What follows belongs to an exercise in optimizing a design on an open flow for a short achievable clock period and few clock cycles; a production flow would make more cautious choices.
Function was checked by simulation only, so behaviour that the tests miss may differ from the original.
Power figures rest on the tool's default switching activity, not on a simulated workload.

==> flow/design.v <==
`timescale 1ns/10ps
`default_nettype none
module vde_config (
    input  wire        clk,
    input  wire        reset,
    input  wire        wb_cyc,
    input  wire        wb_stb,
    input  wire        wb_we,
    input  wire [1:0]  wb_adr,
    input  wire [15:0] wb_dat_i,
    output wire        wb_ack,
    output wire [15:0] wb_dat_o,
    output reg  [6:0]  cfg_max_var,
    output reg  [15:0] cfg_bump_step,
    output wire        wr_max,
    output wire [6:0]  max_var_wr
);
    reg        ack_q;
    reg [15:0] rdat_q;
    wire       wb_hit;
    assign wb_hit   = wb_cyc && wb_stb && !ack_q;
    assign wb_ack   = ack_q;
    assign wb_dat_o = rdat_q;
    assign wr_max = wb_hit && wb_we && wb_adr == 2'd0;
    assign max_var_wr = (wb_dat_i > 16'd32) ? 7'd32 : wb_dat_i[6:0];
    always @(posedge clk or posedge reset) begin
        if (reset) begin
            ack_q         <= 1'b0;
            rdat_q        <= 16'd0;
            cfg_max_var   <= 7'd0;
            cfg_bump_step <= 16'd16;
        end else begin
            ack_q <= wb_hit;
            if (wb_hit && wb_we) begin
                case (wb_adr)
                    2'd0:    cfg_max_var   <= max_var_wr;
                    2'd1:    cfg_bump_step <= wb_dat_i;
                    default: ;
                endcase
            end else if (wb_hit) begin
                case (wb_adr)
                    2'd0:    rdat_q <= {9'd0, cfg_max_var};
                    2'd1:    rdat_q <= cfg_bump_step;
                    default: rdat_q <= 16'd0;
                endcase
            end
        end
    end
endmodule
`default_nettype wire
`timescale 1ns/10ps
`default_nettype none
module heap_store (
    input  wire          clk,
    input  wire [15:0]   cfg_bump_step,
    input  wire          wr_max,
    input  wire [6:0]    cmd_var,
    input  wire [31:0]   bump_hit,
    output wire [511:0]  score_flat,
    output wire [511:0]  bumped_flat,
    output wire [31:0]   new_gt,
    output wire [31:0]   new_ge
);
    wire [15:0] sel_bumped [0:63];
    wire [15:0] x_bumped;
    genvar a;
    generate
        for (a = 0; a < 32; a = a + 1) begin : g_var
            reg  [15:0] score;
            reg  [15:0] bumped;
            wire [16:0] sum_bumped = {1'b0, bumped} + {1'b0, cfg_bump_step};
            wire [16:0] sum_kept   = {1'b0, score} + {1'b0, cfg_bump_step};
            wire [15:0] sat_bumped = sum_bumped[16] ? 16'hffff : sum_bumped[15:0];
            wire [15:0] sat_kept   = sum_kept[16] ? 16'hffff : sum_kept[15:0];
            always @(posedge clk) begin
                if (wr_max) begin
                    score <= 16'd0;
                end else if (bump_hit[a]) begin
                    score <= bumped;
                end
                bumped <= ({16{bump_hit[a]}} & sat_bumped) | ({16{!bump_hit[a]}} & sat_kept);
            end
            assign score_flat[a*16 +: 16]  = score;
            assign bumped_flat[a*16 +: 16] = bumped;
            assign sel_bumped[a + 1]        = bumped;
            assign new_gt[a] = x_bumped > score;
            assign new_ge[a] = x_bumped >= score;
        end
        assign sel_bumped[0] = 16'd0;
        for (a = 33; a < 64; a = a + 1) begin : g_none
            assign sel_bumped[a] = 16'd0;
        end
    endgenerate
    assign x_bumped = sel_bumped[cmd_var[5:0]];
endmodule
`default_nettype wire
`timescale 1ns/10ps
`default_nettype none
module heap_ctrl (
    input  wire          clk,
    input  wire          reset,
    input  wire          wr_max,
    input  wire [6:0]    max_var_wr,
    input  wire          cmd_valid,
    input  wire [1:0]    cmd_op,
    input  wire [6:0]    cmd_var,
    input  wire          cmd_value,
    output wire [31:0]   bump_hit,
    input  wire [511:0]  score_flat,
    input  wire [511:0]  bumped_flat,
    input  wire [31:0]   new_gt,
    input  wire [31:0]   new_ge,
    output reg           dec_valid_q,
    output reg  [6:0]    dec_var_q,
    output reg           dec_phase_q,
    output reg           dec_all_q
);
    localparam [1:0] OP_ASSIGN = 2'd0;
    localparam [1:0] OP_CLEAR  = 2'd1;
    localparam [1:0] OP_BUMP   = 2'd2;
    reg  [31:0]   live_q;
    reg  [31:0]   exists_q;
    reg  [31:0]   phase_q;
    reg  [15:0]   best_score_q;
    wire [31:0]   hit, assign_hit, clear_hit;
    wire [31:0]   new_live;
    wire [1023:0] bt;
    wire [31:0]   w, win, win2, is_best, below_best, bumped_beats, bw;
    wire [6:0]    second_var;
    wire          second_phase, any_live, has_second;
    wire          sel_cmd, sel_second, cmd_phase;
    reg  [15:0]   cmd_score, second_score;
    function [6:0] encode;
        input [31:0] onehot;
        integer i;
        begin
            encode = 7'd0;
            for (i = 0; i < 32; i = i + 1) begin
                if (onehot[i]) encode = encode | (i + 1);
            end
        end
    endfunction
    genvar i, j;
    generate
        for (i = 0; i < 32; i = i + 1) begin : g_dec
            assign hit[i]        = cmd_valid && cmd_var == i + 1 && exists_q[i];
            assign assign_hit[i] = hit[i] && cmd_op == OP_ASSIGN;
            assign clear_hit[i]  = hit[i] && cmd_op == OP_CLEAR;
            assign bump_hit[i]   = hit[i] && cmd_op == OP_BUMP;
            assign new_live[i]   = max_var_wr > i;
            assign is_best[i]    = dec_valid_q && dec_var_q == i + 1;
            assign below_best[i] = dec_var_q > i + 1;
            assign bumped_beats[i] = bumped_flat[i*16 +: 16] > best_score_q
                                     || (bumped_flat[i*16 +: 16] == best_score_q && below_best[i]);
            assign bw[i] = live_q[i] && (is_best[i] || bumped_beats[i]);
        end
        for (i = 0; i < 32; i = i + 1) begin : g_row
            for (j = 0; j < 32; j = j + 1) begin : g_col
                if (i < j) begin : g_pair
                    reg g;
                    always @(posedge clk) begin
                        if (wr_max) begin
                            g <= 1'b1;
                        end else if (bump_hit[i]) begin
                            g <= new_ge[j];
                        end else if (bump_hit[j]) begin
                            g <= !new_gt[i];
                        end
                    end
                    assign bt[i*32+j] = g;
                end else if (i > j) begin : g_mirror
                    assign bt[i*32+j] = ~g_row[j].g_col[i].g_pair.g;
                end else begin : g_self
                    assign bt[i*32+j] = 1'b1;
                end
            end
            assign w[i]    = &(~live_q | bt[i*32 +: 32]);
            assign win[i]  = live_q[i] && w[i];
            assign win2[i] = live_q[i] && !win[i] && &(~live_q | win | bt[i*32 +: 32]);
        end
    endgenerate
    always @(*) begin : p_scores
        integer k;
        cmd_score    = 16'd0;
        second_score = 16'd0;
        for (k = 0; k < 32; k = k + 1) begin
            cmd_score    = cmd_score | ({16{clear_hit[k]}} & score_flat[k*16 +: 16])
                                     | ({16{bump_hit[k]}} & bumped_flat[k*16 +: 16]);
            second_score = second_score | ({16{win2[k]}} & score_flat[k*16 +: 16]);
        end
    end
    assign second_var   = encode(win2);
    assign second_phase = |(win2 & phase_q);
    assign any_live     = |live_q;
    assign has_second   = |win2;
    assign cmd_phase    = |(hit & phase_q);
    assign sel_cmd    = |((clear_hit & w) | (bump_hit & bw));
    assign sel_second = |(assign_hit & is_best);
    always @(posedge clk or posedge reset) begin
        if (reset) begin
            live_q      <= 32'd0;
            exists_q    <= 32'd0;
            dec_valid_q <= 1'b0;
            dec_all_q   <= 1'b1;
            dec_var_q   <= 7'd0;
            dec_phase_q <= 1'b0;
        end else begin
            if (wr_max) begin
                live_q      <= new_live;
                exists_q    <= new_live;
                dec_valid_q <= max_var_wr != 7'd0;
                dec_all_q   <= max_var_wr == 7'd0;
                dec_var_q   <= 7'd1;
                dec_phase_q <= 1'b0;
            end else begin
                live_q <= (live_q & ~assign_hit) | clear_hit;
                if (sel_cmd) begin
                    dec_valid_q <= 1'b1;
                    dec_all_q   <= 1'b0;
                    dec_var_q   <= cmd_var;
                    dec_phase_q <= cmd_phase;
                end else if (sel_second) begin
                    dec_valid_q <= has_second;
                    dec_all_q   <= !has_second;
                    dec_var_q   <= second_var;
                    dec_phase_q <= second_phase;
                end
            end
        end
    end
    always @(posedge clk) begin
        if (wr_max) begin
            phase_q      <= 32'd0;
            best_score_q <= 16'd0;
        end else begin
            phase_q <= (phase_q & ~assign_hit) | (assign_hit & {32{cmd_value}});
            if (sel_cmd) begin
                best_score_q <= cmd_score;
            end else if (sel_second) begin
                best_score_q <= second_score;
            end
        end
    end
endmodule
`default_nettype wire
`timescale 1ns/10ps
`default_nettype none
module vde_top (
    input  wire        clk,
    input  wire        reset,
    input  wire        wb_cyc,
    input  wire        wb_stb,
    input  wire        wb_we,
    input  wire [1:0]  wb_adr,
    input  wire [15:0] wb_dat_i,
    output wire        wb_ack,
    output wire [15:0] wb_dat_o,
    input  wire        cmd_valid,
    input  wire [1:0]  cmd_op,
    input  wire [6:0]  cmd_var,
    input  wire        cmd_value,
    input  wire        request,
    output wire        decision_valid,
    output wire [6:0]  decision_var,
    output wire        decision_phase,
    output wire        all_assigned,
    output wire        busy
);
    wire [6:0]    cfg_max_var;
    wire [15:0]   cfg_bump_step;
    wire          wr_max;
    wire [6:0]    max_var_wr;
    wire [31:0]   bump_hit;
    wire [511:0]  score_flat, bumped_flat;
    wire [31:0]   new_gt, new_ge;
    assign busy = 1'b0;
    vde_config i_config (
        .clk           (clk),
        .reset         (reset),
        .wb_cyc        (wb_cyc),
        .wb_stb        (wb_stb),
        .wb_we         (wb_we),
        .wb_adr        (wb_adr),
        .wb_dat_i      (wb_dat_i),
        .wb_ack        (wb_ack),
        .wb_dat_o      (wb_dat_o),
        .cfg_max_var   (cfg_max_var),
        .cfg_bump_step (cfg_bump_step),
        .wr_max        (wr_max),
        .max_var_wr    (max_var_wr)
    );
    heap_ctrl i_ctrl (
        .clk         (clk),
        .reset       (reset),
        .wr_max      (wr_max),
        .max_var_wr  (max_var_wr),
        .cmd_valid   (cmd_valid),
        .cmd_op      (cmd_op),
        .cmd_var     (cmd_var),
        .cmd_value   (cmd_value),
        .bump_hit    (bump_hit),
        .score_flat  (score_flat),
        .bumped_flat (bumped_flat),
        .new_gt      (new_gt),
        .new_ge      (new_ge),
        .dec_valid_q (decision_valid),
        .dec_var_q   (decision_var),
        .dec_phase_q (decision_phase),
        .dec_all_q   (all_assigned)
    );
    heap_store i_store (
        .clk           (clk),
        .cfg_bump_step (cfg_bump_step),
        .wr_max        (wr_max),
        .cmd_var       (cmd_var),
        .bump_hit      (bump_hit),
        .score_flat    (score_flat),
        .bumped_flat   (bumped_flat),
        .new_gt        (new_gt),
        .new_ge        (new_ge)
    );
endmodule
`default_nettype wire
==> flow/run.sh <==
#!/bin/bash
# synth_recipe.tcl (not shown) runs the flow's synth.tcl, then flattens the netlist and writes it again
# the make line also repeats each setting of config.mk as NAME=value (left out here)
make -C /OpenROAD-flow-scripts/flow DESIGN_CONFIG=/design/flow/config.mk WORK_HOME=/design/flow/orfs CLKGATE_MAP_FILE= SYNTH_SCRIPT=/design/flow/synth_recipe.tcl finish
==> flow/config.mk <==
export PLATFORM = sky130hd
export DESIGN_NAME = vde_top
export DESIGN_NICKNAME = vde_top
export VERILOG_FILES = /design/flow/design.v
export SDC_FILE = /design/flow/constraint.sdc
export NUM_CORES = 4
export LEC_CHECK = 0
export ABC_CLOCK_PERIOD_IN_PS = 4000
export CAP_MARGIN = 20
export CORE_MARGIN = 2
export CORE_UTILIZATION = 35
export PLACE_DENSITY = 0.6
export SETUP_SLACK_MARGIN = 5
export SLEW_MARGIN = 20
==> flow/constraint.sdc <==
create_clock -name core_clock -period 10.0 [get_ports {clk}]
set_input_delay 2.0000 -clock core_clock [delete_from_list [all_inputs] [get_ports {clk}]]
set_output_delay 2.0000 -clock core_clock [all_outputs]
set_load 0.01 [all_outputs]
==> run summary <==
cells in the mapped netlist, drive strengths merged, types with 459 or more instances:
cell	n	share of area, %
nand2	2516	6.3
ha	2048	17
a21oi	1709	5.7
dfxtp	1568	21
inv	1037	2.6
nor2	881	2.2
o21ai	690	2.3
a22oi	668	3.3
clkbuf	658	1.6
nand2b	654	2.7
nand4	627	2.6
o211ai	553	2.7
nand3	459	1.5
how the worst max path moves through the flow:
stage                                                 endpoint  startpoint  cells after the start  slack [ns]
3_3_place_gp   i_ctrl.g_row[4].g_col[31].g_pair.g$_SDFFE_PP1P_  cmd_var[0]                     30        0.82
3_5_place_dp   i_ctrl.g_row[4].g_col[24].g_pair.g$_SDFFE_PP1P_  cmd_var[0]                     30        0.83
4_1_cts        i_ctrl.g_row[6].g_col[23].g_pair.g$_SDFFE_PP1P_  cmd_var[2]                     29        3.47
2_1_floorplan  i_ctrl.g_row[2].g_col[18].g_pair.g$_SDFFE_PP1P_  cmd_var[3]                     22        3.67
power groups by stage:
stage / sequential [uW] / clock (uW) / combinational (uW)
floorplan: 9120 / 0 / 13000
global placement: 11100 / 0 / 23800
detailed placement: 11200 / 0 / 24300
CTS: 11000 / 9420 / 27600
cells by family after synthesis:
family	synth area share, %
xor+xnor	4.265
other cells	0.002478
buf+inv	5.710
compound gates	27.67
fa+ha+maj	17.78
mux	0.3588
simple gates	21.59
flops	22.63
metrics by stage:
step / hold slack [ns] / util (%) / total power, uW / worst slack [ns]
4_1_cts: 0.4573 / 44.08 / 47970 / 3.468
3_5_place_dp: 0.4483 / 39.68 / 35420 / 0.8255
3_3_place_gp: 0.4418 / 39.64 / 34980 / 0.8204
2_1_floorplan: 0.4452 / - / 22150 / 3.671
what timing repair did:
item                                    in CTS
setup buffers                              409
resized for setup                         1275
pin swaps                                  343
gates cloned                                48
endpoints found under the setup margin    1055
layer usage:
metal,GRT overflow,global-route usage [%]
met5,15,51.52
met4,1580,78.94
met3,138,73.26
met2,2847,94.55
met1,121,84.90
==> run summary <==
- The most used flip-flop cell after synthesis is sky130_fd_sc_hd__dfxtp_1.
- In this run the number of H-tree levels came out at 4.
- The post-placement cell count is 25.61k.
- The number of unique standard cell types used by synthesis is 114.
- Progress stopped at 5_1_grt.
- The floorplan has 241 rows.
- The number of global-route vias before repair is 221.2k.
- The cell area after synthesis is 151,300 um2.
- The master cell of the clock root buffer is sky130_fd_sc_hd__clkbuf_16.
- The quantity of I/O buffers inserted on ports is 60.
- The number of sinks driven by the clock tree is 1,682.
- In this run, synthesis inferred 0 flip-flops with an integrated enable.
- The share of synthesized registers carrying an async set or reset is 6.778%.
- Routability-driven placement finished with a final weighted congestion of 1.314.
- In this run the cell area measured after placement is 170,900 um2.
- The die width is 661.6 um.
- Global routing used 83.40% of the available tracks.
- The global-route wire length before repair is 2,526,000 um.
- The first error in the log reads "[ERROR GRT-0116] Global routing finished with congestion. Check the congestion regions in the DRC Viewer".
- The total I/O pin count is 63.
- The y dimension of the die is 661.6 um.
- Yosys printed 3 warnings.
- The remaining global-route overflow is 4,701.
- The maximum count of clock buffers along a single path is 4.
- The sequential share of the synthesized area is 22.63%.
- Once the floorplan was initialized, standard cells occupied 35.15% of the core.
- The net count of the mapped netlist is 21.51k.
- The hold-fix buffer count after cts is 0.
- The run stopped with a tool error.
- The half-perimeter wire length after detailed placement is 1,268,000 um.
- The number of clock buffers inserted by TritonCTS is 233.
- Entering global routing, the biggest net connects 149 pins.
- The number of register bits inferred by synthesis is 1,682.
- The cell count after synthesis is 19.36k.
- A synthesized cell averages 7.818 um2.
Testbench counts, summed over its fixed seeds: cycles 13,637.
